What follows belongs to an exercise in optimizing a design on an open flow for small area and a short achievable clock period; a production flow would make more cautious choices. Where RTL was checked, it was by simulation tests only, not by an equivalence proof against the original. Only the layout flow was run in run 4; the RTL was not checked for function there. Power is estimated from default activity; no workload was simulated.

$ cat design/flow/config.mk
export PLATFORM = sky130hd
export DESIGN_NAME = mecobo_core
export DESIGN_NICKNAME = mecobo_core
export VERILOG_FILES = /design/flow/design.v
export SDC_FILE = /design/flow/constraint.sdc
export NUM_CORES = 4
export LEC_CHECK = 0
export CAP_MARGIN = 20
export CORE_MARGIN = 2
export CORE_UTILIZATION = 40
export PLACE_DENSITY = 0.6
export SLEW_MARGIN = 20
$ cat design/flow/constraint.sdc
create_clock -name core_clock -period 6.0 [get_ports {sys_clk}]
set_input_delay 1.2000 -clock core_clock [delete_from_list [all_inputs] [get_ports {sys_clk}]]
set_output_delay 1.2000 -clock core_clock [all_outputs]
set_load 0.01 [all_outputs]
$ cat design/flow/design.v
package cmd_pkg;
  typedef enum logic [2:0] {
    op_set_mode   = 3'd0,
    op_set_period = 3'd1,
    op_set_duty   = 3'd2,
    op_sample     = 3'd3,
    op_reset_time = 3'd4
  } cmd_op_e;
  typedef struct packed {
    logic [31:0] exec_time;
    logic [3:0]  pin;
    cmd_op_e     op;
    logic [15:0] value;
  } cmd_t;
  typedef struct packed {
    logic        en;
    logic [3:0]  pin;
    cmd_op_e     op;
    logic [15:0] value;
  } cmd_bus_t;
endpackage
package pin_pkg;
  typedef enum logic [1:0] {
    mode_low  = 2'd0,
    mode_high = 2'd1,
    mode_pwm  = 2'd2
  } pin_mode_e;
  typedef struct packed {
    logic [11:0] stamp;
    logic [2:0]  pin;
    logic        level;
  } sample_t;
endpackage
`timescale 1ns/1ns
module cmd_fifo #(
  parameter int DEPTH = 16,
  parameter int WIDTH = 16
) (
  input  logic             sys_clk,
  input  logic             global_clock_reset,
  input  logic             push,
  input  logic [WIDTH-1:0] din,
  input  logic             pop,
  output logic [WIDTH-1:0] dout,
  output logic             valid,
  output logic             full
);
  localparam int AW = $clog2(DEPTH);
  logic [WIDTH-1:0] mem [DEPTH];
  logic [AW-1:0]    wr_ptr;
  logic [AW-1:0]    rd_ptr;
  logic [AW:0]      count;
  logic             do_push;
  logic             do_pop;
  assign full    = count[AW];
  assign valid   = (count != '0);
  assign do_push = push && !full;
  assign do_pop  = pop && valid;
  assign dout    = mem[rd_ptr];
  always_ff @(posedge sys_clk) begin
    if (do_push) mem[wr_ptr] <= din;
  end
  always_ff @(posedge sys_clk) begin
    if (global_clock_reset) begin
      wr_ptr <= '0;
      rd_ptr <= '0;
      count  <= '0;
    end else begin
      if (do_push) wr_ptr <= wr_ptr + 1'b1;
      if (do_pop)  rd_ptr <= rd_ptr + 1'b1;
      count <= count + {{AW{1'b0}}, do_push} - {{AW{1'b0}}, do_pop};
    end
  end
endmodule
`timescale 1ns/1ns
module host_bus
(
  input  logic        sys_clk,
  input  logic        global_clock_reset,
  input  logic        host_cs,
  input  logic        host_wr,
  input  logic [7:0]  host_addr,
  input  logic [15:0] host_wdata,
  output logic [15:0] host_rdata,
  output logic        cmd_push,
  output logic [52:0] cmd,
  input  logic        cmd_full,
  input  logic        cmd_empty,
  input  logic        sample_valid,
  input  logic [15:0] sample,
  input  logic        sample_overflow,
  output logic        sample_pop
);
  logic [15:0] time_lo;
  logic [15:0] time_hi;
  logic [3:0]  pin_q;
  logic [2:0]  op_q;
  logic [15:0] value_q;
  logic        cmd_overflow;
  logic        wr_access;
  logic        rd_access;
  logic        pd;
  logic [1:0]  kind;
  assign wr_access = host_cs && host_wr;
  assign rd_access = host_cs && !host_wr;
  assign pd   = (op_q == 3'd1 || op_q == 3'd2) && !pin_q[3];
  assign kind = (op_q == 3'd0 && !pin_q[3]) ? 2'd1 :
                (op_q == 3'd3) ? 2'd2 :
                (op_q == 3'd4) ? 2'd3 : 2'd0;
  assign cmd = {time_hi, time_lo, pd, op_q[1], pin_q[2:0], value_q[15:4],
                pd ? value_q[3:2] : kind, value_q[1:0]};
  assign sample_pop = rd_access && (host_addr == 8'd9) && sample_valid;
  always_ff @(posedge sys_clk) begin
    if (wr_access) begin
      case (host_addr)
        8'd0: time_lo <= host_wdata;
        8'd1: time_hi <= host_wdata;
        8'd2:     pin_q   <= host_wdata[3:0];
        8'd3:  op_q    <= host_wdata[2:0];
        8'd4:   value_q <= host_wdata;
        default: ;
      endcase
    end
  end
  always_ff @(posedge sys_clk) begin
    if (global_clock_reset) begin
      cmd_push     <= 1'b0;
      cmd_overflow <= 1'b0;
    end else begin
      cmd_push <= wr_access && (host_addr == 8'd5);
      if (cmd_push && cmd_full) cmd_overflow <= 1'b1;
    end
  end
  always_ff @(posedge sys_clk) begin
    case (host_addr)
      8'd0: host_rdata <= time_lo;
      8'd1: host_rdata <= time_hi;
      8'd2:     host_rdata <= {12'd0, pin_q};
      8'd3:  host_rdata <= {13'd0, op_q};
      8'd4:   host_rdata <= value_q;
      8'd8:
        host_rdata <= {11'd0, sample_overflow, sample_valid, cmd_overflow, cmd_full, cmd_empty};
      8'd9:  host_rdata <= sample_valid ? sample : 16'd0;
      default:              host_rdata <= 16'd0;
    endcase
  end
endmodule
`timescale 1ns/1ns
module scheduler
(
  input  logic        sys_clk,
  input  logic        global_clock_reset,
  input  logic        cmd_push,
  input  logic [52:0] cmd_in,
  output logic        cmd_full,
  output logic        cmd_empty,
  output logic        bus_en,
  output logic [20:0] bus_p,
  output logic [31:0] global_time
);
  logic [52:0] mem [15];
  logic [52:0] head;
  logic [3:0]  rd_ptr;
  logic [3:0]  wr_ptr;
  logic [4:0]  count;
  logic        nz;
  logic        one;
  logic        push_ok;
  logic        due;
  logic        is_rst;
  assign nz        = (count != 5'd0);
  assign one       = (count == 5'd1);
  assign cmd_full  = count[4];
  assign cmd_empty = !nz;
  assign push_ok   = cmd_push && !count[4];
  assign is_rst    = !head[20] && head[3] && head[2];
  assign due       = nz && (global_time >= head[52:21]);
  always_ff @(posedge sys_clk) begin
    if (push_ok && nz) mem[wr_ptr] <= cmd_in;
  end
  always_ff @(posedge sys_clk) begin
    head <= due ? (one ? cmd_in : mem[rd_ptr]) : (nz ? head : cmd_in);
  end
  always_ff @(posedge sys_clk) begin
    if (global_clock_reset) begin
      count  <= '0;
      rd_ptr <= '0;
      wr_ptr <= '0;
    end else begin
      count <= count + {4'd0, push_ok} - {4'd0, due};
      if (push_ok && nz) wr_ptr <= (wr_ptr == 4'd14) ? 4'd0 : wr_ptr + 4'd1;
      if (due && (!one || push_ok)) rd_ptr <= (rd_ptr == 4'd14) ? 4'd0 : rd_ptr + 4'd1;
    end
  end
  always_ff @(posedge sys_clk) begin
    if (global_clock_reset) begin
      global_time <= '0;
      bus_en      <= 1'b0;
    end else begin
      global_time <= (due && is_rst) ? 32'd0 : global_time + 32'd1;
      bus_en      <= due && !is_rst;
    end
  end
  always_ff @(posedge sys_clk) begin
    bus_p <= head[20:0];
  end
endmodule
`timescale 1ns/1ns
module pin_control
#(
  parameter int pin_index = 0
) (
  input  logic        sys_clk,
  input  logic        global_clock_reset,
  input  logic        bus_en,
  input  logic [20:0] bus_p,
  input  logic [15:0] value_m1,
  output logic        pin
);
  logic        is_high;
  logic        is_pwm;
  logic [15:0] pm1;       
  logic [15:0] duty;
  logic [15:0] cnt;
  logic        hit;
  logic        set_mode;
  logic        set_period;
  logic        set_duty;
  logic        high_n;
  logic        pwm_n;
  logic [15:0] duty_n;
  logic [15:0] cnt_inc;
  logic        step;
  assign hit        = bus_en && (bus_p[18:16] == 3'(pin_index));
  assign set_period = hit && bus_p[20] && !bus_p[19];
  assign set_duty   = hit && bus_p[20] && bus_p[19];
  assign set_mode   = hit && !bus_p[20] && (bus_p[3:2] == 2'd1);
  assign high_n  = set_mode ? (bus_p[1:0] == 2'd1) : is_high;
  assign pwm_n   = set_mode ? (bus_p[1:0] == 2'd2) : is_pwm;
  assign duty_n  = set_duty ? bus_p[15:0] : duty;
  assign cnt_inc = cnt + 16'd1;
  assign step    = is_pwm && (cnt != pm1) && !set_period;
  always_ff @(posedge sys_clk) begin
    if (global_clock_reset) begin
      is_high <= 1'b0;
      is_pwm  <= 1'b0;
      pm1     <= '0;
      duty    <= '0;
      cnt     <= '0;
      pin     <= 1'b0;
    end else begin
      is_high <= high_n;
      is_pwm  <= pwm_n;
      if (set_period) pm1 <= value_m1;
      if (set_duty) duty <= bus_p[15:0];
      cnt <= step ? cnt_inc : 16'd0;
      pin <= high_n || (pwm_n && (step ? (cnt_inc < duty_n) : (duty_n != 16'd0)));
    end
  end
endmodule
`timescale 1ns/1ns
module sample_collector
(
  input  logic                         sys_clk,
  input  logic                         global_clock_reset,
  input  logic                         bus_en,
  input  logic [20:0]                  bus_p,
  input  logic [8-1:0]  pins,
  input  logic [11:0]                  stamp,
  input  logic                         sample_pop,
  output logic [15:0]                  sample,
  output logic                         sample_valid,
  output logic                         sample_overflow
);
  logic capture_push;
  logic fifo_full;
  assign capture_push = bus_en && !bus_p[20] && (bus_p[3:2] == 2'd2);
  cmd_fifo #(
    .DEPTH (16),
    .WIDTH (16)
  ) i_sample_fifo (
    .sys_clk            (sys_clk),
    .global_clock_reset (global_clock_reset),
    .push               (capture_push),
    .din                ({stamp, bus_p[18:16], pins[bus_p[18:16]]}),
    .pop                (sample_pop),
    .dout               (sample),
    .valid              (sample_valid),
    .full               (fifo_full)
  );
  always_ff @(posedge sys_clk) begin
    if (global_clock_reset) begin
      sample_overflow <= 1'b0;
    end else if (capture_push && fifo_full) begin
      sample_overflow <= 1'b1;
    end
  end
endmodule
`timescale 1ns/1ns
module mecobo_core
(
  input  logic                        sys_clk,
  input  logic                        global_clock_reset,
  input  logic                        host_cs,
  input  logic                        host_wr,
  input  logic [7:0]                  host_addr,
  input  logic [15:0]                 host_wdata,
  output logic [15:0]                 host_rdata,
  output logic [8-1:0] pins
);
  logic [52:0] cmd_in;
  logic        cmd_push;
  logic        cmd_full;
  logic        cmd_empty;
  logic        bus_en;
  logic [20:0] bus_p;
  logic [15:0] value_m1;
  logic [31:0] global_time;
  logic [15:0] sample;
  logic        sample_valid;
  logic        sample_pop;
  logic        sample_overflow;
  host_bus i_host_bus (
    .sys_clk            (sys_clk),
    .global_clock_reset (global_clock_reset),
    .host_cs            (host_cs),
    .host_wr            (host_wr),
    .host_addr          (host_addr),
    .host_wdata         (host_wdata),
    .host_rdata         (host_rdata),
    .cmd_push           (cmd_push),
    .cmd                (cmd_in),
    .cmd_full           (cmd_full),
    .cmd_empty          (cmd_empty),
    .sample_valid       (sample_valid),
    .sample             (sample),
    .sample_overflow    (sample_overflow),
    .sample_pop         (sample_pop)
  );
  scheduler i_scheduler (
    .sys_clk            (sys_clk),
    .global_clock_reset (global_clock_reset),
    .cmd_push           (cmd_push),
    .cmd_in             (cmd_in),
    .cmd_full           (cmd_full),
    .cmd_empty          (cmd_empty),
    .bus_en             (bus_en),
    .bus_p              (bus_p),
    .global_time        (global_time)
  );
  assign value_m1 = (bus_p[15:0] == 16'd0) ? 16'd0 : bus_p[15:0] - 16'd1;
  for (genvar i = 0; i < 8; i++) begin : g_pin
    pin_control #(
      .pin_index (i)
    ) i_pin_control (
      .sys_clk            (sys_clk),
      .global_clock_reset (global_clock_reset),
      .bus_en             (bus_en),
      .bus_p              (bus_p),
      .value_m1           (value_m1),
      .pin                (pins[i])
    );
  end
  sample_collector i_sample_collector (
    .sys_clk            (sys_clk),
    .global_clock_reset (global_clock_reset),
    .bus_en             (bus_en),
    .bus_p              (bus_p),
    .pins               (pins),
    .stamp              (global_time[11:0]),
    .sample_pop         (sample_pop),
    .sample             (sample),
    .sample_valid       (sample_valid),
    .sample_overflow    (sample_overflow)
  );
endmodule
$ cat design/flow/run.sh
#!/bin/bash
# synth_recipe.tcl (not shown) runs the flow's synth.tcl, then flattens the netlist and writes it again
# the make line also repeats each setting of config.mk as NAME=value (left out here)
make -C /OpenROAD-flow-scripts/flow DESIGN_CONFIG=/design/flow/config.mk WORK_HOME=/design/flow/orfs CLKGATE_MAP_FILE= SYNTH_SCRIPT=/design/flow/synth_recipe.tcl finish
==> reports/results.ini, run 1 <==
[synth]
yosys-top-cells-area = edfxtp_1, dfxtp_1, mux4_2
synthArstFlopShare_pct = 0
synth-edff-count = 1159
avgSynthCellArea_um2 = 14.29
synth_nets = 5058
synth_cell_types = 77
ys.flop_type = edfxtp_1
ys_warn_count = 12
synth-seq-cells = 1674
yosys.area.top_type = edfxtp_1
synthCells = 4847
synth-seq-area-share_pct = 65.13
syn_area_um2 = 69260
synth_top_area_share_pct = 50.25

[routing]
routed_wl_mm = 180.4
viasPerCell = 5.493
drt.antenna.violating_nets = 0
drc = 0
post_drt_wl_per_cell_um = 24.44
dr.pass1.iters = 6
drt-initial-drc-count = 4009
num_vias = 40540

[placement]
dpl_cell_area_um2 = 72800
post-place-cells = 7062
dp_hpwl_mm = 108.9
io_buffers = 51
gp_congestion = 0.8554
dpl_worst_slack_ns = 0.8217

[worst_setup_path]
critPathSlowestCell = dfxtp_1
crit_fanout = 21
cp-end-kind = flop
required_ns = 6.75
arrival_ns = 5.15
cp-start-kind = flop
crit_type = reg2reg
cp_common_cell = inv_1
critPathMaxStageDelay_ns = 0.72
reg2reg_depth = 18
crit_chain = inv_1 > ha_1 > nand2b_1 > a211oi_1 > o21ai_0 > a221o_1 > a31oi_2 > nor2_1 > ha_1 > inv_1 > ha_1 > inv_1 > fa_1 > inv_1 > a21oi_1 > nor2_1 > or3_1 > a21oi_1

[floorplanning]
ioPinCount = 52
die_y_um = 420.1
initial_core_util_pct = 40.33
die_area_um2 = 176500
rows = 152
coreArea_um2 = 171700
die_w_um = 420.1

[cells_and_area]
fill_cells = 14980
area.growth.synth_to_final_pct = 13.37
fin_cells = 7381
utilization_pct = 45.73
num_antenna_cells = 0
drive_gt1_share_pct = 13.71
nNetsFinal = 5138
stdcell_area_um2 = 78530

[clock_network]
post_cts_resized = 0
cts_tree = built
postCtsSetupBuffers = 0
clk_pin_slew_ns = 0.06
clk_latency_ns = 0.83
ctsHoldBuffers = 0
htree_levels = 4
max-clock-path-buffers = 3
cts_root_buf = clkbuf_16
cts_buffers = 172
cts.sinks = 1674

[timing]
finalSetupViolCount = 0
slew_viol_final = 0
hold_violations = 0
hold_slack_ns = 0.3156
fin_setup_tns_ns = 0
rsz0062_at_grt = no
max_freq_mhz = 226.9
setup_slack_ns = 1.594
min_period_over_period_pct = 73.44
max_slew_margin_pct = 26.19
clock_skew_ns = 0.06955
worst_pin_slew_ns = 1.101
min_period_ns = 4.406

[power]
vdd_drop_max_mv = 0.2920
power_density_nw_per_um2 = 292.9
power_mw = 23.00
p_leak_nw = 27.19

[grt]
antenna_found_initial = 8
grt_overflow = 0
grt_pass1_wl_mm = 267.4
grt_max_degree = 199
track_usage_pct = 20.49
first_global_vias = 39850

[worst_hold_path]
hp-class = reg2reg
hold_depth = 0

[run_status]
outcome = timing/DRC/antenna clean

[job]
maxCapViolCount = 0

==> where the power goes <==
group	total [mW]	switching [mW]	internal, mW
clock	10.7	4.60	6.08
combinational	0.0993	0.0708	0.0285
sequential	12.2	0.0125	12.2
total	23.0	4.69	18.3
==> cells by family (layout without fill, tap and decap cells) <==
group           after synthesis  after routing  share of synthesized area (%)
flops                      1674           1674                          65.13
simple gates               1320           1320                          9.081
compound gates              540            540                          4.765
mux                         519            519                          12.11
buf+inv                     319            543                          1.895
xor+xnor                    292            292                          3.692
fa+ha+maj                   183            183                          3.327
==> registers in the layout, indices dropped and copies added (netlist names), 5 cells and up, named ones only <==
name and flops:
i_sample_collector.i_sample_fifo.mem 256, g_pin.i_pin_control.cnt 128, i_host_bus.host_rdata 16, g_pin.i_pin_control.pin 8, i_host_bus.time_lo 16, i_scheduler.bus_p 21
i_scheduler.head 53, i_scheduler.mem 795, g_pin.i_pin_control.is_pwm 8, g_pin.i_pin_control.is_high 8, i_scheduler.global_time 32, g_pin.i_pin_control.pm1 128
i_sample_collector.i_sample_fifo.count 5, i_host_bus.value_q 16, i_host_bus.time_hi 16, g_pin.i_pin_control.duty 128, i_scheduler.count 5
==> area by class of cell <==
cell class	instances	area, µm²	share of cell area [%]
multi-input cells	2854	23040	29.34
repair buffers	149	1484	1.890
clock inverters	90	1028	1.310
well taps	2310	2890	3.681
inverters	76	285.3	0.3633
flip-flops and latches	1674	45140	57.48
clock buffers	228	4657	5.930
==> cell usage after synthesis (9+ instances only) <==
library cell  instances
edfxtp_1           1159
dfxtp_1             515
nor2_1              471
nand2_1             279
mux4_2              248
a21oi_1             219
xor2_1              208
mux2i_1             201
ha_1                181
clkbuf_1            165
nor2b_1             123
o21ai_0             114
nand3_1             108
xnor2_1              84
and3_1               82
inv_1                76
nor4_1               64
a211oi_1             63
nand4_1              59
nor3_1               56
buf_2                50
mux2_2               38
o211ai_1             38
mux2_1               32
a21o_1               29
nand2b_1             18
buf_1                15
a222oi_1             13
buf_4                12
and2_1               10
or3_1                 9
==> worst max-delay path: cells and delay by family (launching register included) <==
family	cells	cell delay, ns
flip-flops	1	0.72
buffers and inverters	4	0.27
AND/OR/NAND/NOR	4	0.64
adder cells (fa/ha/maj)	4	1.00
AO/OA/AOI/OAI	6	1.69
==> layer usage <==
layer  global-route usage [%]  vias to the layer above  wire length [µm]
met4                    5.938                        4              4791
li1                         -                    18360                 -
met3                    2.884                      283              9875
met1                    28.05                    20700             78480
met5                        0                        -                20
met2                    33.97                     1206             87250
==> layout by cell type, fill, tap and decap left out, types with 13 or more instances in the layout <==
cell,n
edfxtp_1,1159
dfxtp_1,505
nor2_1,460
nand2_1,279
mux4_2,248
a21oi_1,219
xor2_1,208
mux2i_1,200
ha_1,181
clkbuf_16,174
nor2b_1,123
o21ai_0,113
nand3_1,108
xnor2_1,84
and3_1,82
buf_4,80
inv_1,75
a211oi_1,63
nor4_1,61
nand4_1,59
clkdlybuf4s50_1,50
clkbuf_1,44
nor3_1,43
mux2_2,38
o211ai_1,38
mux2_1,32
clkinv_2,31
a21o_1,29
clkinv_1,24
nand2b_1,17
buf_12,17
nor2_4,14
nor3_2,13
a222oi_1,13
bufinv_16,13
==> path summary, 6_finish.rpt <==
check / to / slack, ns / start
worst max register to register: i_scheduler.count[4] / 1.59 / i_scheduler.global_time[0]
worst max-delay path: i_scheduler.count[4] / 1.59 / i_scheduler.global_time[0]
worst min-delay path: i_scheduler.bus_p[1] / 0.32 / i_scheduler.head[1]
worst min register to register: i_scheduler.bus_p[1] / 0.32 / i_scheduler.head[1]
==> run 2, diff against run 1 <==
--- a/design/flow/config.mk
+++ b/design/flow/config.mk
@@ -9,4 +9,5 @@
 export CORE_MARGIN = 2
 export CORE_UTILIZATION = 40
 export PLACE_DENSITY = 0.6
+export SETUP_SLACK_MARGIN = 3.4
 export SLEW_MARGIN = 20
==> run 2 against run 1 <==
Total power about the same. Clock skew rose by 0.0062 ns. Register-to-register slack better by 0.91 ns. Hold slack worse by 0.016 ns. Critical path depth unchanged. Setup slack better by 0.91 ns. Area after synthesis is the same. Die area is the same. Cell count up 3.5%. Synthesized cell count unchanged. Largest power group unchanged.
==> reports/results.ini, run 2 <==
[synth]
ys.flop_type = edfxtp_1
synth.most_common_cell = edfxtp_1
synth_nets = 5058  ; unchanged
synth_common_cells = edfxtp_1, dfxtp_1, nor2_1
synth-edff-count = 1159  ; unchanged
synth-seq-area-share_pct = 65.13  ; unchanged
synthCells = 4847  ; unchanged
yosys-top-cells-area = edfxtp_1, dfxtp_1, mux4_2
synth-seq-cells = 1674  ; unchanged
ys_warn_count = 12  ; unchanged
syn_area_um2 = 69260  ; unchanged
synthArstFlopShare_pct = 0  ; unchanged
synth_top_area_share_pct = 50.25  ; unchanged
synth_cell_types = 77  ; unchanged
yosys.area.top_type = edfxtp_1
avgSynthCellArea_um2 = 14.29  ; unchanged

[clock_network]
cts_tree = built
clk_pin_slew_ns = 0.06  ; about the same
cts.sinks = 1674  ; unchanged
max-clock-path-buffers = 3  ; unchanged
ctsHoldBuffers = 0  ; unchanged
clk_latency_ns = 0.83  ; about the same
htree_levels = 4  ; unchanged
cts_buffers = 172  ; unchanged
cts_root_buf = clkbuf_16

[timing]
worst_pin_slew_ns = 1.023  ; -0.07850 ns
min_period_ns = 3.493  ; -0.9131 ns
max_freq_mhz = 286.3  ; +26%
finalSetupViolCount = 0  ; unchanged
fin_setup_tns_ns = 0  ; unchanged
hold_violations = 0  ; unchanged
max_slew_margin_pct = 31.57  ; +5.4 points
rsz0062_at_grt = yes
min_period_over_period_pct = 58.22  ; -15 points
slew_viol_final = 0  ; unchanged
clock_skew_ns = 0.07577  ; +0.006226 ns

[floorplanning]
initial_core_util_pct = 40.33  ; unchanged
ioPinCount = 52  ; unchanged
rows = 152  ; unchanged
coreArea_um2 = 171700  ; unchanged
die_w_um = 420.1  ; unchanged
die_area_um2 = 176500  ; unchanged
die_y_um = 420.1  ; unchanged

[routing]
drt.antenna.violating_nets = 0  ; unchanged
dr.pass1.iters = 9  ; +3
routed_wl_mm = 190.2  ; +5.4%
post_drt_wl_per_cell_um = 24.89  ; +1.8%
num_vias = 42290  ; +4.3%
viasPerCell = 5.535  ; +0.77%
drc = 0  ; unchanged
drt-initial-drc-count = 4054  ; +1.1%

[worst_setup_path]
critPathTopFamily = compound AO/OA/AOI/OAI gates
critPathSlowestCell = edfxtp_1
path_buf_inv = 4  ; unchanged
crit_chain = inv_2 > ha_4 > a21oi_2 > o21ai_2 > or3_1 > a221o_1 > a31oi_4 > nor2_4 > ha_4 > inv_4 > ha_4 > inv_2 > fa_2 > inv_2 > a21oi_2 > nor2_1 > or3_1 > a21oi_2
arrival_ns = 4.23  ; -0.92 ns
required_ns = 6.74  ; about the same
critPathMaxStageDelay_ns = 0.38  ; -0.34 ns
crit_type = reg2reg
crit_fanout = 3  ; -86%
cp-start-kind = flop
cp-end-kind = flop

[power]
pwr-share-seq_pct = 53.0  ; about the same
p_clk_share_pct = 46.5  ; about the same
p_leak_nw = 29.40  ; +8.1%
p_int_mw = 18.29  ; -0.12%
vdd_drop_max_mv = 0.2986  ; +2.2%
switching_share_pct = 20.55  ; +0.17 points
power_density_nw_per_um2 = 274.3  ; -6.3%
power_switching_mw = 4.730  ; +0.94%
pwr-share-comb_pct = 0.5  ; about the same

[cells_and_area]
drive_gt1_share_pct = 25.73  ; +12 points
nNetsFinal = 5394  ; +5.0%
largest_reg_flops = 795  ; unchanged
reg_top3 = i_scheduler.mem: 795 flops, i_sample_collector.i_sample_fifo.mem: 256 flops
fill_cells = 14460  ; -3.5%
final_common_cell = edfxtp_1
area.growth.synth_to_final_pct = 21.16
fin_cells = 7641  ; +3.5%
top_register = i_scheduler.mem
final_cell_mix = edfxtp_1, nor2_1, dfxtp_1

[grt]
antenna_found_initial = 6  ; -2
grt_overflow = 0  ; unchanged
grt_pass1_wl_mm = 277.7  ; +3.9%
first_global_vias = 41830  ; +5.0%
track_usage_pct = 21.35  ; +0.86 points
grt_max_degree = 165  ; -17%

[placement]
gp_congestion = 0.8812  ; +3.0%
post-place-cells = 7060  ; -0.028%
dp_hpwl_mm = 110.6  ; +1.5%
io_buffers = 51  ; unchanged

[job]
maxCapViolCount = 0  ; unchanged

[run_status]
outcome = timing/DRC/antenna clean

[worst_hold_path]
hp-class = reg2reg

[run 2: cell count changes in the layout (fill, tap and decap cells not counted), moves of 38 or more]
cell / delta
mux2i_4: +46
ha_1: -44
mux2i_1: -74
buf_6: +38
dfxtp_1: -79
buf_4: +157
dfxtp_2: +41
dfxtp_4: +38
[run 2: final cells by class]
| cell class | instances | area (µm²) | area share [%] |
|---|---|---|---|
| Inverter | 76 | 287.8 | 0.3429 |
| Clock buffer | 229 | 4710 | 5.612 |
| Timing Repair Buffer | 395 | 4029 | 4.801 |
| Sequential cell | 1674 | 45330 | 54.02 |
| Antenna cell | 3 | 7.507 | 0.008946 |
| Multi-Input combinational cell | 2864 | 25640 | 30.55 |
| Clock inverter | 90 | 1028 | 1.226 |
| Tap cell | 2310 | 2890 | 3.444 |
[run 2: logic make-up after synthesis]
kind of cell               Yosys count  synth area share [%]
xor gates and xnor gates           292                 3.692
DFF                               1674                 65.13
and+or+nand+nor                   1320                 9.081
adders and majority gates          183                 3.327
AOI/OAI and AO/OA                  540                 4.765
buffers and inverters              319                 1.895
muxes                              519                 12.11
[run 2: what timing repair did]
item | CTS | global route
gates cloned | 19 | 1
pin swaps | 100 | 108
setup buffers | 164 | 74
gates resized for setup | 504 | 244
setup endpoints to repair | 1224 | 527
[run 2: power by group through the flow]
stage          sequential [mW]  clock (mW)  combinational, mW
2_1_floorplan             12.5           0             0.0531
3_3_place_gp              12.5           0              0.106
3_5_place_dp              12.5           0              0.107
4_1_cts                   12.2        10.9              0.119
5_1_grt                   12.2        11.4              0.129
6_report                  12.2        10.7              0.121
[run 2: layer usage]
metal / up-vias / global-route usage [%] / part of all wire (%)
li1: 18900 / - / -
met1: 21730 / 28.88 / 42
met2: 1368 / 35.74 / 49
met3: 297 / 2.946 / 5.6
met4: 0 / 6.457 / 2.7
met5: - / 0 / 0
[run 2: worst paths after layout]
check | from | endpoint | slack, ns | depth (start not counted)
min reg2reg | i_scheduler.head[19] | i_scheduler.bus_p[19] | 0.30 | 0
min | i_scheduler.head[19] | i_scheduler.bus_p[19] | 0.30 | 0
max reg2reg | i_scheduler.head[36] | i_scheduler.count[4] | 2.51 | 18
max | i_scheduler.head[36] | i_scheduler.count[4] | 2.51 | 18
[run 2: metrics by stage]
stage / setup WS [ns] / hold slack [ns] / total power, mW / utilization, % / instance area [µm²]
3_5_place_dp: 1.372 / 0.3285 / 12.57 / 42.52 / 73020
4_1_cts: 2.588 / 0.3058 / 23.22 / 47.76 / 82020
6_report: 2.507 / 0.2995 / 23.02 / 48.87 / 83920
2_1_floorplan: 2.612 / 0.3225 / 12.51 / - / 69770
3_3_place_gp: 1.394 / 0.3261 / 12.57 / 42.50 / 72990
5_1_grt: 2.361 / 0.3104 / 23.70 / 48.86 / 83920
==> run 3, diff against run 2 <==
--- a/design/flow/config.mk
+++ b/design/flow/config.mk
@@ -5,6 +5,7 @@
 export SDC_FILE = /design/flow/constraint.sdc
 export NUM_CORES = 4
 export LEC_CHECK = 0
+export ABC_CLOCK_PERIOD_IN_PS = 2500
 export CAP_MARGIN = 20
 export CORE_MARGIN = 2
 export CORE_UTILIZATION = 40
==> run 3 against run 2 <==
Still clean. Cell count unchanged. Die area unchanged. Sequential share of layout area unchanged. Fmax unchanged. Highest routed layer unchanged.
==> reports/results.ini, run 3 <==
[placement]
post-place-cells = 7060  ; unchanged
gp_congestion = 0.8812  ; unchanged
dpl_worst_slack_ns = 1.372  ; unchanged
io_buffers = 51  ; unchanged
dp_hpwl_mm = 110.6  ; unchanged

[cells_and_area]
top_register = i_scheduler.mem
fill_cells = 14460  ; unchanged
largest_reg_flops = 795  ; unchanged
final_cell_mix = edfxtp_1, nor2_1, dfxtp_1
nNetsFinal = 5394  ; unchanged
final_common_cell = edfxtp_1
multi_input_area_um2 = 25640  ; unchanged
area.growth.synth_to_final_pct = 21.16  ; unchanged
fin_cells = 7641  ; unchanged
reg_top3 = i_scheduler.mem: 795 flops, i_sample_collector.i_sample_fifo.mem: 256 flops
seq_area_um2 = 45330  ; unchanged
drive_gt1_share_pct = 25.73  ; unchanged

[clock_network]
ctsHoldBuffers = 0  ; unchanged
cts.sinks = 1674  ; unchanged
cts_root_buf = clkbuf_16
cts_buffers = 172  ; unchanged
htree_levels = 4  ; unchanged
clk_pin_slew_ns = 0.06  ; about the same
max-clock-path-buffers = 3  ; unchanged
cts_tree = built
clk_latency_ns = 0.83  ; about the same

[worst_setup_path]
crit_chain = inv_2 > ha_4 > a21oi_2 > o21ai_2 > or3_1 > a221o_1 > a31oi_4 > nor2_4 > ha_4 > inv_4 > ha_4 > inv_2 > fa_2 > inv_2 > a21oi_2 > nor2_1 > or3_1 > a21oi_2
crit_type = reg2reg
required_ns = 6.74  ; about the same
cp-start-kind = flop
crit_fanout = 3  ; unchanged
critPathLaunch = i_scheduler.head[36]
critPathSlowestCell = edfxtp_1
regToRegStartpoint = i_scheduler.head[36]
critPathMaxStageDelay_ns = 0.38  ; about the same
cp-end-kind = flop
arrival_ns = 4.23  ; about the same

[run_status]
outcome = timing/DRC/antenna clean

[synth]
synthAdderAreaFrac_pct = 3.327  ; unchanged
synth-seq-area-share_pct = 65.13  ; unchanged
synth.most_common_cell = edfxtp_1
synthArstFlopShare_pct = 0  ; unchanged
ys.flop_type = edfxtp_1
yosys.area_share.simple_pct = 9.081  ; unchanged
synth_common_cells = edfxtp_1, dfxtp_1, nor2_1
synth_nets = 5058  ; unchanged
synthCells = 4847  ; unchanged
synth-edff-count = 1159  ; unchanged
synth_top_family_by_area = multiplexers
synth-xor-area-share_pct = 3.692  ; unchanged
synth_compound_area_share_pct = 4.765  ; unchanged
synthMuxAreaShare_pct = 12.11  ; unchanged
yosys.area.top_type = edfxtp_1
synth_cell_types = 77  ; unchanged
avgSynthCellArea_um2 = 14.29  ; unchanged
yosys-top-cells-area = edfxtp_1, dfxtp_1, mux4_2
synth-seq-cells = 1674  ; unchanged
ys_warn_count = 12  ; unchanged
synth_top_area_share_pct = 50.25  ; unchanged
syn_area_um2 = 69260  ; unchanged

[grt]
grt_most_used_layer = met2
grt_overflow = 0  ; unchanged
grt_max_degree = 165  ; unchanged
use_met3_pct = 2.946  ; unchanged
grt_pass1_wl_mm = 277.7  ; unchanged
track_usage_pct = 21.35  ; unchanged
met1_usage_pct = 28.88  ; unchanged
global_route.usage.met2_pct = 35.74  ; unchanged
first_global_vias = 41830  ; unchanged
antenna_found_initial = 6  ; unchanged

[timing]
fin_setup_tns_ns = 0  ; unchanged
clock_skew_ns = 0.07577  ; unchanged
max_slew_margin_pct = 31.57  ; unchanged
slew_viol_final = 0  ; unchanged
finalSetupViolCount = 0  ; unchanged
min_period_ns = 3.493  ; unchanged
min_period_over_period_pct = 58.22  ; unchanged
worst_pin_slew_ns = 1.023  ; unchanged
setup_slack_ns = 2.507  ; unchanged
rsz0062_at_grt = yes
max_freq_mhz = 286.3  ; unchanged
hold_violations = 0  ; unchanged

[power]
power_density_nw_per_um2 = 274.3  ; unchanged
pwr-share-seq_pct = 53.0  ; about the same
p_int_mw = 18.29  ; unchanged
power_mw = 23.02  ; unchanged
p_leak_nw = 29.40  ; unchanged
vdd_drop_max_mv = 0.2986  ; unchanged
p_clk_share_pct = 46.5  ; about the same
power_switching_mw = 4.730  ; unchanged
pwr-share-comb_pct = 0.5  ; about the same
switching_share_pct = 20.55  ; unchanged

[worst_hold_path]
hp-class = reg2reg
min_from = i_scheduler.head[19]

[floorplanning]
initial_core_util_pct = 40.33  ; unchanged
ioPinCount = 52  ; unchanged
die_area_um2 = 176500  ; unchanged
coreArea_um2 = 171700  ; unchanged
die_y_um = 420.1  ; unchanged
rows = 152  ; unchanged
die_w_um = 420.1  ; unchanged

[routing]
viasPerCell = 5.535  ; unchanged
drt-initial-drc-count = 4054  ; unchanged
num_vias = 42290  ; unchanged
post_drt_wl_per_cell_um = 24.89  ; unchanged
drc = 0  ; unchanged
routed_wl_mm = 190.2  ; unchanged
drt.antenna.violating_nets = 0  ; unchanged
dr.pass1.iters = 9  ; unchanged

[job]
maxCapViolCount = 0  ; unchanged

==> run 3: power groups by stage <==
stage	clock network [mW]	logic (mW)	registers [mW]
2_1_floorplan	0	0.0531	12.5
3_3_place_gp	0	0.106	12.5
3_5_place_dp	0	0.107	12.5
4_1_cts	10.9	0.119	12.2
5_1_grt	11.4	0.129	12.2
6_report	10.7	0.121	12.2
==> run 3: worst max-delay path, delay by kind of cell, from the launching register on <==
| kind | cells | cell delay [ns] |
|---|---|---|
| adder cells (fa/ha/maj) | 4 | 0.86 |
| buffers and inverters | 4 | 0.21 |
| flip-flops | 1 | 0.38 |
| AO/OA/AOI/OAI | 6 | 1.15 |
| AND/OR/NAND/NOR | 4 | 0.83 |
==> run 3: kinds of logic after synthesis <==
kind of cell	Yosys count
AOI/OAI and AO/OA	540
buffers and inverters	319
adders and majority gates	183
xor gates and xnor gates	292
and+or+nand+nor	1320
DFF	1674
muxes	519
==> run 3: metal layers <==
metal / share of wire (%) / vias to the layer above
met5: 0 / -
li1: - / 18900
met4: 2.7 / 0
met2: 49 / 1368
met1: 42 / 21730
met3: 5.6 / 297
==> run 3: final cells by class <==
class	count	share of cell area [%]
well taps	2310	3.444
inverters	76	0.3429
repair buffers	395	4.801
multi-input cells	2864	30.55
clock buffers	229	5.612
clock inverters	90	1.226
diodes	3	0.008946
flip-flops and latches	1674	54.02
==> run 3: final timing paths <==
| path | to | slack [ns] | depth (start not counted) |
|---|---|---|---|
| hold / removal | i_scheduler.bus_p[19] | 0.30 | 0 |
| setup / recovery | i_scheduler.count[4] | 2.51 | 18 |
| hold reg to reg | i_scheduler.bus_p[19] | 0.30 | 0 |
| setup reg to reg | i_scheduler.count[4] | 2.51 | 18 |
==> run 3: stage by stage <==
step | instance area, µm² | hold WS, ns | utilization (%)
floorplan | 69770 | 0.3225 | -
global placement | 72990 | 0.3261 | 42.50
detailed placement | 73020 | 0.3285 | 42.52
CTS | 82020 | 0.3058 | 47.76
global route | 83920 | 0.3104 | 48.86
finish | 83920 | 0.2995 | 48.87
==> run 3: repair_timing <==
item,4_1_cts,5_1_grt
pin swaps,100,108
resized for setup,504,244
cloned,19,1
setup endpoints to repair,1224,527
setup buffers,164,74
==> run 4, diff against run 3 <==
--- a/design/flow/design.v
+++ b/design/flow/design.v
@@ -68,7 +68,11 @@
     end else begin
       if (do_push) wr_ptr <= wr_ptr + 1'b1;
       if (do_pop)  rd_ptr <= rd_ptr + 1'b1;
-      count <= count + {{AW{1'b0}}, do_push} - {{AW{1'b0}}, do_pop};
+      case ({do_push, do_pop})
+        2'b10:   count <= count + 1'b1;
+        2'b01:   count <= count - 1'b1;
+        default: count <= count;
+      endcase
     end
   end
 endmodule
@@ -187,7 +191,11 @@
       rd_ptr <= '0;
       wr_ptr <= '0;
     end else begin
-      count <= count + {4'd0, push_ok} - {4'd0, due};
+      case ({push_ok, due})
+        2'b10:   count <= count + 5'd1;
+        2'b01:   count <= count - 5'd1;
+        default: count <= count;
+      endcase
       if (push_ok && nz) wr_ptr <= (wr_ptr == 4'd14) ? 4'd0 : wr_ptr + 4'd1;
       if (due && (!one || push_ok)) rd_ptr <= (rd_ptr == 4'd14) ? 4'd0 : rd_ptr + 4'd1;
     end
--- a/design/flow/config.mk
+++ b/design/flow/config.mk
@@ -5,7 +5,6 @@
 export SDC_FILE = /design/flow/constraint.sdc
 export NUM_CORES = 4
 export LEC_CHECK = 0
-export ABC_CLOCK_PERIOD_IN_PS = 2500
 export CAP_MARGIN = 20
 export CORE_MARGIN = 2
 export CORE_UTILIZATION = 40
==> run 4 against run 3 <==
Still clean on timing, DRC and antenna. Clock power increased by 7%. Synthesized cell count about the same. Die area about the same. Hold slack improved by 0.039 ns. Setup slack improved by 0.23 ns. Flip-flop and latch count unchanged. Critical path type is now in2reg. Critical endpoint is now i_sample_collector.i_sample_fifo.count[4]. Largest cell class unchanged.
==> reports/results.ini, run 4 <==
[synth]
synth_top_area_share_pct = 50.23  ; about the same
ys_warn_count = 12  ; unchanged
ys.flop_type = edfxtp_1
synthCells = 4850  ; +0.062%
synth-seq-area-share_pct = 65.11  ; about the same
synth_nets = 5056  ; -0.040%
yosys-top-cells-area = edfxtp_1, dfxtp_1, mux4_2
avgSynthCellArea_um2 = 14.29  ; about the same
synth.most_common_cell = edfxtp_1
synthArstFlopShare_pct = 0  ; unchanged
syn_area_um2 = 69290  ; about the same
synth-seq-cells = 1674  ; unchanged
yosys.area.top_type = edfxtp_1
synth-edff-count = 1159  ; unchanged
synth_cell_types = 77  ; unchanged
synth_common_cells = edfxtp_1, dfxtp_1, nor2_1

[timing]
hold_violations = 0  ; unchanged
clock_skew_ns = 0.07558  ; -0.0001891 ns
worst_pin_slew_ns = 1.064  ; +0.04138 ns
min_period_over_period_pct = 54.44  ; -3.8 points
finalSetupViolCount = 0  ; unchanged
slew_viol_final = 0  ; unchanged
max_slew_margin_pct = 29.07  ; -2.5 points
fin_setup_tns_ns = 0  ; unchanged
min_period_ns = 3.267  ; -0.2267 ns
rsz0062_at_grt = yes
max_freq_mhz = 306.1  ; +6.9%

[floorplanning]
initial_core_util_pct = 40.30  ; about the same
die_y_um = 420.2  ; about the same
ioPinCount = 52  ; unchanged
rows = 152  ; unchanged
coreArea_um2 = 171900  ; +0.11%
die_area_um2 = 176600  ; about the same
die_w_um = 420.2  ; about the same

[cells_and_area]
fin_cells = 7642  ; +0.013%
final_common_cell = edfxtp_1
area.growth.synth_to_final_pct = 22.14
fill_cells = 14550  ; +0.62%
drive_gt1_share_pct = 26.98  ; +1.2 points
utilization_pct = 49.23  ; +0.36 points
largest_reg_flops = 795  ; unchanged
nNetsFinal = 5383  ; -0.20%
top_register = i_scheduler.mem
reg_top3 = i_scheduler.mem: 795 flops, i_sample_collector.i_sample_fifo.mem: 256 flops
final_cell_mix = edfxtp_1, dfxtp_1, nor2_1

[worst_setup_path]
regToRegSetupSlack_ns = 3.00  ; +0.49 ns
crit_chain = buf_6 > nor4_4 > nand3b_4 > or4b_4 > nor3b_4 > ha_4 > inv_4 > fa_2 > inv_2 > a21o_1 > a21oi_2 > xnor2_2 > or3_1 > a21oi_1
cp-start-kind = input pin
path_buf_inv = 3  ; -1
arrival_ns = 4.04  ; -0.19 ns
crit_fanout = 4  ; +1
crit_type = in2reg
critPathMaxStageDelay_ns = 0.52  ; +0.14 ns
cp.depth = 14  ; -4
critPathTopFamily = simple AND/OR/NAND/NOR gates
reg2reg_depth = 12  ; -6
critPathSlowestCell = or4b_4
cp-end-kind = flop
required_ns = 6.77  ; +0.03 ns

[clock_network]
htree_levels = 4  ; unchanged
max-clock-path-buffers = 3  ; unchanged
cts.sinks = 1674  ; unchanged
ctsHoldBuffers = 0  ; unchanged
cts_tree = built
clk_latency_ns = 0.86  ; +0.03 ns
cts_buffers = 177  ; +2.9%
clk_pin_slew_ns = 0.06  ; about the same
cts_root_buf = clkbuf_16

[routing]
drt.antenna.violating_nets = 0  ; unchanged
drc = 0  ; unchanged
routed_wl_mm = 190.8  ; +0.34%
viasPerCell = 5.517  ; -0.33%
dr.pass1.iters = 7  ; -2
drt-initial-drc-count = 3991  ; -1.6%
post_drt_wl_per_cell_um = 24.97  ; +0.33%
num_vias = 42160  ; -0.32%

[grt]
track_usage_pct = 21.33  ; about the same
first_global_vias = 41860  ; +0.081%
grt_overflow = 0  ; unchanged
grt_pass1_wl_mm = 277.8  ; about the same
grt_max_degree = 97  ; -41%
antenna_found_initial = 1  ; -5

[power]
vdd_drop_max_mv = 0.2616  ; -12%
power_density_nw_per_um2 = 281.3  ; +2.6%
p_leak_nw = 29.70  ; +1.0%

[job]
maxCapViolCount = 0  ; unchanged

[worst_hold_path]
hp-class = reg2reg
hold_depth = 0  ; unchanged

[placement]
io_buffers = 51  ; unchanged
dp_hpwl_mm = 108.1  ; -2.2%
post-place-cells = 7069  ; +0.13%
gp_congestion = 0.8733  ; -0.90%

[run_status]
outcome = timing/DRC/antenna clean

run 4: stage by stage:
step           setup WS, ns  cell area, µm²  power (mW)  hold slack, ns
2_1_floorplan         2.038           69670       12.51          0.3225
3_3_place_gp          1.133           72870       12.57          0.3261
3_5_place_dp          1.128           72880       12.58          0.3269
4_1_cts               2.795           82190       23.99          0.3399
5_1_grt               2.672           84630       24.47          0.3499
6_report              2.733           84630       23.81          0.3386
run 4: per-layer routing:
metal	global-route usage, %	part of all wire (%)	vias to the layer above
met5	0	0	-
met4	7.266	3.5	0
met3	3.159	5.7	349
met2	35.36	49	1351
met1	28.70	42	21560
li1	-	-	18900
run 4: cell families (layout without fill, tap and decap cells):
family                   count (synthesis)  in the layout  synth area share [%]
AND/OR/NAND/NOR                       1352           1360                 9.311
flip-flops                            1674           1674                 65.11
XOR/XNOR                               293            293                 3.704
buffers and inverters                  302            774                 1.791
AO/OA/AOI/OAI                          514            514                 4.426
adder cells (fa/ha/maj)                178            178                 3.225
other                                    0              2                     0
multiplexers                           537            537                 12.43
run 4: cell type report:
type                    instances  area [µm²]  share of cell area (%)
clock inverters               106        1464                   1.730
repair buffers                370        4076                   4.817
diodes                          2       5.005                0.005914
clock buffers                 226        4786                   5.655
inverters                      72       272.8                  0.3223
flip-flops and latches       1674       45340                   53.58
well taps                    2310        2890                   3.415
multi-input cells            2882       25790                   30.48
run 4: final timing paths:
check                                                                from                                         to
worst max-delay path                                         host_addr[5]  i_sample_collector.i_sample_fifo.count[4]
worst min-delay path                                 i_scheduler.head[10]                      i_scheduler.bus_p[10]
worst max register to register  i_sample_collector.i_sample_fifo.count[4]  i_sample_collector.i_sample_fifo.count[4]
worst min register to register                       i_scheduler.head[10]                      i_scheduler.bus_p[10]
run 4: power by group:
part | total [mW] | internal (mW) | switching [mW]
combinational | 0.136 | 0.0417 | 0.0947
clock | 11.5 | 6.72 | 4.75
sequential | 12.2 | 12.2 | 0.0121
run 4: what timing repair did:
item                                     CTS  global route
endpoints found under the setup margin  1268           370
cloned                                    13             6
pin swaps                                 97           132
resized for setup                        533           389
setup buffers                            144            76

static timing again, ports no longer ideal:
Ports are ideal in the flow. The routed layouts listed here were re-timed in OpenROAD. Step 1 assumes that a clkbuf_16 drives the clock port and a buf_2 every other input. Step 2 adds t to the input delays and takes it off the output delays; t is the mean of the earliest and latest rising clock arrival at the registers after step 1. Input paths then give back, and output paths get back, about the clock's delay inside the block. Three values: ideal, step 1, step 2; two values: the first two.
| run | t (ns) | setup slack, ns | slew at the worst register clock pin (ns) | cell pins on the clock port's net |
|---|---|---|---|---|
| run 1 | 0.875 | 1.594 / 1.594 / 0.865 | 0.07 / 0.07 | 1 |
| run 2 | 0.873 | 2.507 / 2.507 / 2.467 | 0.07 / 0.07 | 1 |
| run 3 | 0.873 | 2.507 / 2.507 / 2.467 | 0.07 / 0.07 | 1 |
| run 4 | 0.902 | 2.733 / 2.778 / 1.876 | 0.07 / 0.07 | 1 |
After both steps every run listed still meets setup and hold. For run 4, which loses most, drivers alone change the setup slack by +0.045 ns; drivers and shift together by -0.857 ns.
